From an optimization exercise on the open Yosys and OpenROAD flow, aimed at small area, a short achievable clock period and few clock cycles per item; shortcuts taken in it are not production practice. Function was checked by simulation only, so behaviour that the tests miss may differ from the original. Power figures rest on the tool's default switching activity, not on a simulated workload.

run 1:
// mac_array_acc
module mac_array_acc #(
  parameter int DATA_WIDTH = 8,
  parameter int ACC_WIDTH  = 32,
  parameter int LANES      = 4,
  parameter int LEN_W      = 16
) (
  input  logic                        clk,
  input  logic                        rst_n,
  input  logic                        start,
  input  logic [LEN_W-1:0]            vec_len,
  input  logic [LANES*ACC_WIDTH-1:0]  bias,
  input  logic                        sat_en,
  input  logic                        in_valid,
  output logic                        in_ready,
  input  logic [LANES*DATA_WIDTH-1:0] operand_a,
  input  logic [LANES*DATA_WIDTH-1:0] operand_b,
  output logic                        out_valid,
  input  logic                        out_ready,
  output logic [LANES*ACC_WIDTH-1:0]  out_data,
  output logic [LANES-1:0]            overflow,
  output logic                        busy
);
  logic             r_in_ready;
  logic             r_out_valid;
  logic             r_fin;
  logic [LEN_W-1:0] r_cnt;
  logic             r_sat;
  ...
Size in the first run: roughly 2500 cells after synthesis, roughly 270 flip-flops, ~350 I/O pins, about 19000 sq um of cells after synthesis.
clock: 5.5 ns
lec_check: 0
abc_area: 1
cap_margin: 20
core_margin: 2
core_utilization: 55
setup_slack_margin: 2.2
slew_margin: 20
standard.sh (not shown) runs the stock make flow with config.mk's settings and CLKGATE_MAP_FILE= SYNTH_SCRIPT=/design/flow/synth_recipe.tcl, a recipe that flattens the netlist after the stock synthesis.
==> flow/flow/run.sh <==
#!/bin/bash
# The standard layout, with the smallest plain buffer on every port in
# place of the default port buffer cell, and a clock tree without dummy
# loads and with larger sink clusters.
set -euo pipefail
bash standard.sh \
  'BUFFER_PORTS_ARGS=-buffer_cell sky130_fd_sc_hd__buf_1' \
  'CTS_ARGS=-sink_clustering_enable -repair_clock_nets -dont_use_dummy_load -sink_clustering_size 30 -sink_clustering_max_diameter 80' \
  finish > standard.log 2>&1
Testbench counts of run 1, summed over its fixed seeds: cycles 5,840, jobs 320.
Edits applied to the flow inputs when going from run 1 to run 2:
Settings: SETUP_SLACK_MARGIN changed from 2.2 to 2.4.
--- a/flow/flow/run.sh
+++ b/flow/flow/run.sh
@@ -8 +8 @@
-  'CTS_ARGS=-sink_clustering_enable -repair_clock_nets -dont_use_dummy_load -sink_clustering_size 30 -sink_clustering_max_diameter 80' \
+  'CTS_ARGS=-sink_clustering_enable -repair_clock_nets -dont_use_dummy_load -sink_clustering_size 20 -sink_clustering_max_diameter 60' \
==> notes.md <==
Relative to run 1, the clock period minus final worst setup slack of run 2 is lower by 0.083 ns.
Run 1 has lower fraction of met1 tracks used by global routing than run 2.
In the metrics for run 1 and run 2, the one carrying the lower maximum number of pins on one net before global-route repair is run 1.
Setup slack: run 2 more than run 1
Against run 1, via count in run 2 rose slightly.
Compared with run 1, in run 2 sequential share of cell area dropped 1.2 points; data required time at the worst endpoint climbed 0.02 ns.
## Diff of input files: run 3 against run 2
Settings: a change of CORE_UTILIZATION from 55 to 62.
--- a/flow/flow/run.sh
+++ b/flow/flow/run.sh
@@ -8 +8 @@
-  'CTS_ARGS=-sink_clustering_enable -repair_clock_nets -dont_use_dummy_load -sink_clustering_size 20 -sink_clustering_max_diameter 60' \
+  'CTS_ARGS=-sink_clustering_enable -repair_clock_nets -dont_use_dummy_load -sink_clustering_size 30 -sink_clustering_max_diameter 80' \
### Flow results
Compared with run 2, run 3 shows a lower internal cell power.
Compared with run 2, in run 3 utilization saw an increase, clock buffer count lower.
Number of gates resized after cts of run 3 exceeds that of run 2 by a little under 10%.
Run 3 -> run 2: flip-flop and latch count after synthesis delta 0, exact match
Looking at floorplan core area, run 3 sits about 10% lower than run 2 does.
The latest clock arrival within the worst-skew pair number comes out lower for run 3 vs run 2.
Diff run 3..run 2 | buffer levels on the longest clock path | negligible
Wire: run 3 routes less than run 2


mac_array_acc, a different RTL version from the one above (not shown whole).
Size in the first run: roughly 2,800 cells after synthesis, roughly 220 flip-flops, about 350 I/O pins.
==> flow/config.mk <==
export PLATFORM = sky130hd
export DESIGN_NAME = mac_array_acc
export DESIGN_NICKNAME = mac_array_acc
export VERILOG_FILES = /design/flow/design.v
export SDC_FILE = /design/flow/constraint.sdc
export NUM_CORES = 4
export LEC_CHECK = 0
export ABC_AREA = 1
export ABC_CLOCK_PERIOD_IN_PS = 3500
export CAP_MARGIN = 20
export CORE_MARGIN = 2
export CORE_UTILIZATION = 55
export SETUP_SLACK_MARGIN = 1.0
export SLEW_MARGIN = 20
==> flow/constraint.sdc <==
create_clock -name core_clock -period 5.5 [get_ports {clk}]
set_input_delay 1.1000 -clock core_clock [delete_from_list [all_inputs] [get_ports {clk}]]
set_output_delay 1.1000 -clock core_clock [all_outputs]
set_load 0.01 [all_outputs]
==> flow/flow/run.sh <==
#!/bin/bash
# The standard layout, with the smallest plain buffer on every port in
# place of the default port buffer cell, and a clock tree without dummy
# loads and with larger sink clusters.
set -euo pipefail
bash standard.sh \
  'BUFFER_PORTS_ARGS=-buffer_cell sky130_fd_sc_hd__buf_1' \
  'CTS_ARGS=-sink_clustering_enable -repair_clock_nets -dont_use_dummy_load -sink_clustering_size 30 -sink_clustering_max_diameter 80' \
  finish > standard.log 2>&1
The starting point went through all stages and came out clean.
Testbench counts at the start, summed over its fixed seeds: cycles 5,520, jobs 320.
Rerun with:
Settings changed: ABC_CLOCK_PERIOD_IN_PS 3500 to unset, CORE_UTILIZATION 55 to 40, SETUP_SLACK_MARGIN 1.0 to 0.8.
Final cell count rises by 4.3%.
Power climbs by about 1.4%.
Routed wire length goes up by about 6%.
Sequential power barely changes.
Global-route usage drops by 6.8 points.
Clock power climbs by about 10%.
Flip-flop and latch count does not change.
Synthesized cell count is unchanged.
Rerun with:
Settings changed: CORE_UTILIZATION 40 to 55, SETUP_SLACK_MARGIN 0.8 to 0.9.
Result:
- via count goes up by 0.33%
- first-iteration DRC count goes down by about 20%
- design area shrinks by 1.4%
- power is lower by about 3%
- synthesized cell count is unchanged
- core utilization came out higher by 17 points
Rerun with:
Settings changed: CORE_UTILIZATION 55 to 65, SETUP_SLACK_MARGIN 0.9 to 1.0.
- The new run produced a clean layout
- wire length rises by a few percent
- first-iteration DRC count rises by well over a third
- setup slack is better by 0.076 ns
- global-route usage rises by 5.0 points
- via count rises by a few percent
- combinational power rises by a few percent
- critical path depth rises by 9
- power rises slightly
- final cell count falls slightly
- worst hold slack is worse by 0.034 ns
- count of clock-buffer cells in the layout falls by 4
Rerun with:
Settings changed: CORE_UTILIZATION 65 to 40.
=> Final area climbs by a few percent; final cell count climbs by a few percent; worst setup slack gains 0.080 ns; clock skew climbs by 0.0071 ns; global-route usage drops by 11 points; clock power climbs by a quarter to a third; area after synthesis is unchanged; count of clock-buffer cells in the layout climbs by 7; routed wire length climbs by a few percent.


job 302:
Starting RTL as in the previous note.
==> flow/config.mk <==
export PLATFORM = sky130hd
export DESIGN_NAME = mac_array_acc
export DESIGN_NICKNAME = mac_array_acc
export VERILOG_FILES = /design/flow/design.v
export SDC_FILE = /design/flow/constraint.sdc
export NUM_CORES = 4
export LEC_CHECK = 0
export ABC_AREA = 1
export CAP_MARGIN = 20
export CORE_MARGIN = 2
export CORE_UTILIZATION = 55
export SETUP_SLACK_MARGIN = 1.0
export SLEW_MARGIN = 20
==> flow/constraint.sdc <==
create_clock -name core_clock -period 5.5 [get_ports {clk}]
set_input_delay 1.1000 -clock core_clock [delete_from_list [all_inputs] [get_ports {clk}]]
set_output_delay 1.1000 -clock core_clock [all_outputs]
set_load 0.01 [all_outputs]
Scripts as last shown in full above: flow/flow/run.sh
Job 302 reached the final stage; the timing, design-rule and antenna checks on its layout passed.
Testbench counts of job 302, summed over its fixed seeds: cycles 5,520, jobs 320.
## Diff of input files: job 7798 against job 302
==> flow/flow/run.sh <==
#!/bin/bash
# The standard layout, with the smallest plain buffer on every port in
# place of the default port buffer cell, a clock tree without dummy loads
# and with larger sink clusters, and gates on paths with ample slack sized
# down after global routing.
set -euo pipefail
bash standard.sh \
  'BUFFER_PORTS_ARGS=-buffer_cell sky130_fd_sc_hd__buf_1' \
  'CTS_ARGS=-sink_clustering_enable -repair_clock_nets -dont_use_dummy_load -sink_clustering_size 30 -sink_clustering_max_diameter 80' \
  'RECOVER_POWER=40' \
  finish > standard.log 2>&1
==> comparison <==
Critical path depth | job 7798 below job 302
Job 7798 had finished all stages when the layout checks came back failing, citing capacitance limit, slew limit.
Going from job 302 to job 7798, design area ~0 delta; switching fraction of total power closely matched the old numbers; met2 usage saw little to no change.


Another version of the RTL of mac_array_acc (not shown whole).
Size in the first run: ~2500 cells after synthesis, ~270 flip-flops, ~19000 um^2 of cells after synthesis.
==> flow/config.mk <==
export PLATFORM = sky130hd
export DESIGN_NAME = mac_array_acc
export DESIGN_NICKNAME = mac_array_acc
export VERILOG_FILES = /design/flow/design.v
export SDC_FILE = /design/flow/constraint.sdc
export NUM_CORES = 4
export LEC_CHECK = 0
export ABC_AREA = 1
export CAP_MARGIN = 20
export CORE_MARGIN = 2
export CORE_UTILIZATION = 55
export SETUP_SLACK_MARGIN = 1.6
export SLEW_MARGIN = 20
==> flow/constraint.sdc <==
create_clock -name core_clock -period 5.5 [get_ports {clk}]
set_input_delay 1.1000 -clock core_clock [delete_from_list [all_inputs] [get_ports {clk}]]
set_output_delay 1.1000 -clock core_clock [all_outputs]
set_load 0.01 [all_outputs]
==> flow/flow/run.sh <==
#!/bin/bash
# The standard layout, with the smallest plain buffer on every port in
# place of the default port buffer cell, and a clock tree without dummy
# loads and with larger sink clusters.
set -euo pipefail
bash standard.sh \
  'BUFFER_PORTS_ARGS=-buffer_cell sky130_fd_sc_hd__buf_1' \
  'CTS_ARGS=-sink_clustering_enable -repair_clock_nets -dont_use_dummy_load -sink_clustering_size 30 -sink_clustering_max_diameter 80' \
  finish > standard.log 2>&1
Testbench counts at the start, summed over its fixed seeds: cycles 5,840, jobs 320.
Then changed:
SETUP_SLACK_MARGIN = 2.8   (was 1.6)
The changed run finished with timing, DRC and antenna clean.
Total power is higher by 32%.
Global-route usage is higher by 2.5 points.
Clock-buffer cell count is higher by 3.
Register-to-register slack gets better by 0.55 ns.
Critical path depth is lower by 2.
Hold slack gets better by 0.0046 ns.
Via count is higher by about 7%.
Clock power is higher by about 10%.
Final area is higher by about 20%.
Maximum frequency is higher by about 18%.
Synthesized cell count is unchanged.
Then changed:
SETUP_SLACK_MARGIN = 1.0   (was 2.8)
Effect: Clock-buffer cell count falls by 3; routed wire length falls by roughly a tenth; total power falls by a quarter to a third; via count falls by a few percent; global-route usage falls by 2.5 points; fmax falls by a quarter to a third; final cell count falls by a few percent; worst setup slack loses 1.0 ns; register-to-register slack loses 1.0 ns; clock skew falls by 0.020 ns.

[what the ideal ports hide]
No port has a modelled driver above. Below, the same layouts with a new extraction and two added sets of constraints.
Step 1 (the two cells are an assumption about what drives the block):
set clk [get_ports {clk}]
set_driving_cell -lib_cell sky130_fd_sc_hd__clkbuf_16 $clk
set_driving_cell -lib_cell sky130_fd_sc_hd__buf_2 [delete_from_list [all_inputs] $clk]
Step 2, shift: input delay + t, output delay - t, t = (earliest + latest rising clock arrival at the registers) / 2. This alone moves slack from input paths to output paths.
Three values: ideal, step 1, step 2; two values: the first two.
run | t, ns | slack for setup (ns) | worst setup path at the end | pins driven straight from the clock port
run 1 | 0.557 | 2.342 / 2.339 / 1.781 | input to register | 1
run 2 | 0.589 | 2.425 / 2.425 / 1.940 | input to register | 1
run 3 | 0.533 | 2.450 / 2.450 / 1.999 | input to register | 1
the first run of note 2 | 0.533 | 1.133 / 1.086 / 0.686 | input to register | 1
the second run of note 2 | 0.562 | 0.899 / 0.849 / 0.507 | input to register | 1
the third run of note 2 | 0.542 | 1.010 / 0.953 / 0.627 | input to register | 1
the fourth run of note 2 | 0.538 | 1.086 / 1.033 / 0.735 | input to register | 1
the fifth run of note 2 | 0.572 | 1.167 / 1.129 / 0.610 | input to register | 1
job 302 | 0.533 | 1.133 / 1.086 / 0.686 | input to register | 1
job 7798 | 0.533 | 1.005 / 1.029 / 0.496 | input to register | 1
the first run of note 4 | 0.544 | 1.963 / 1.963 / 1.625 | input to register | 1
the second run of note 4 | 0.581 | 2.511 / 2.511 / 2.125 | input to register | 1
the third run of note 4 | 0.543 | 1.470 / 1.470 / 1.470 | register to register | 1
For run 1, which loses most, drivers alone change the setup slack by -0.003 ns; drivers and shift together by -0.561 ns.
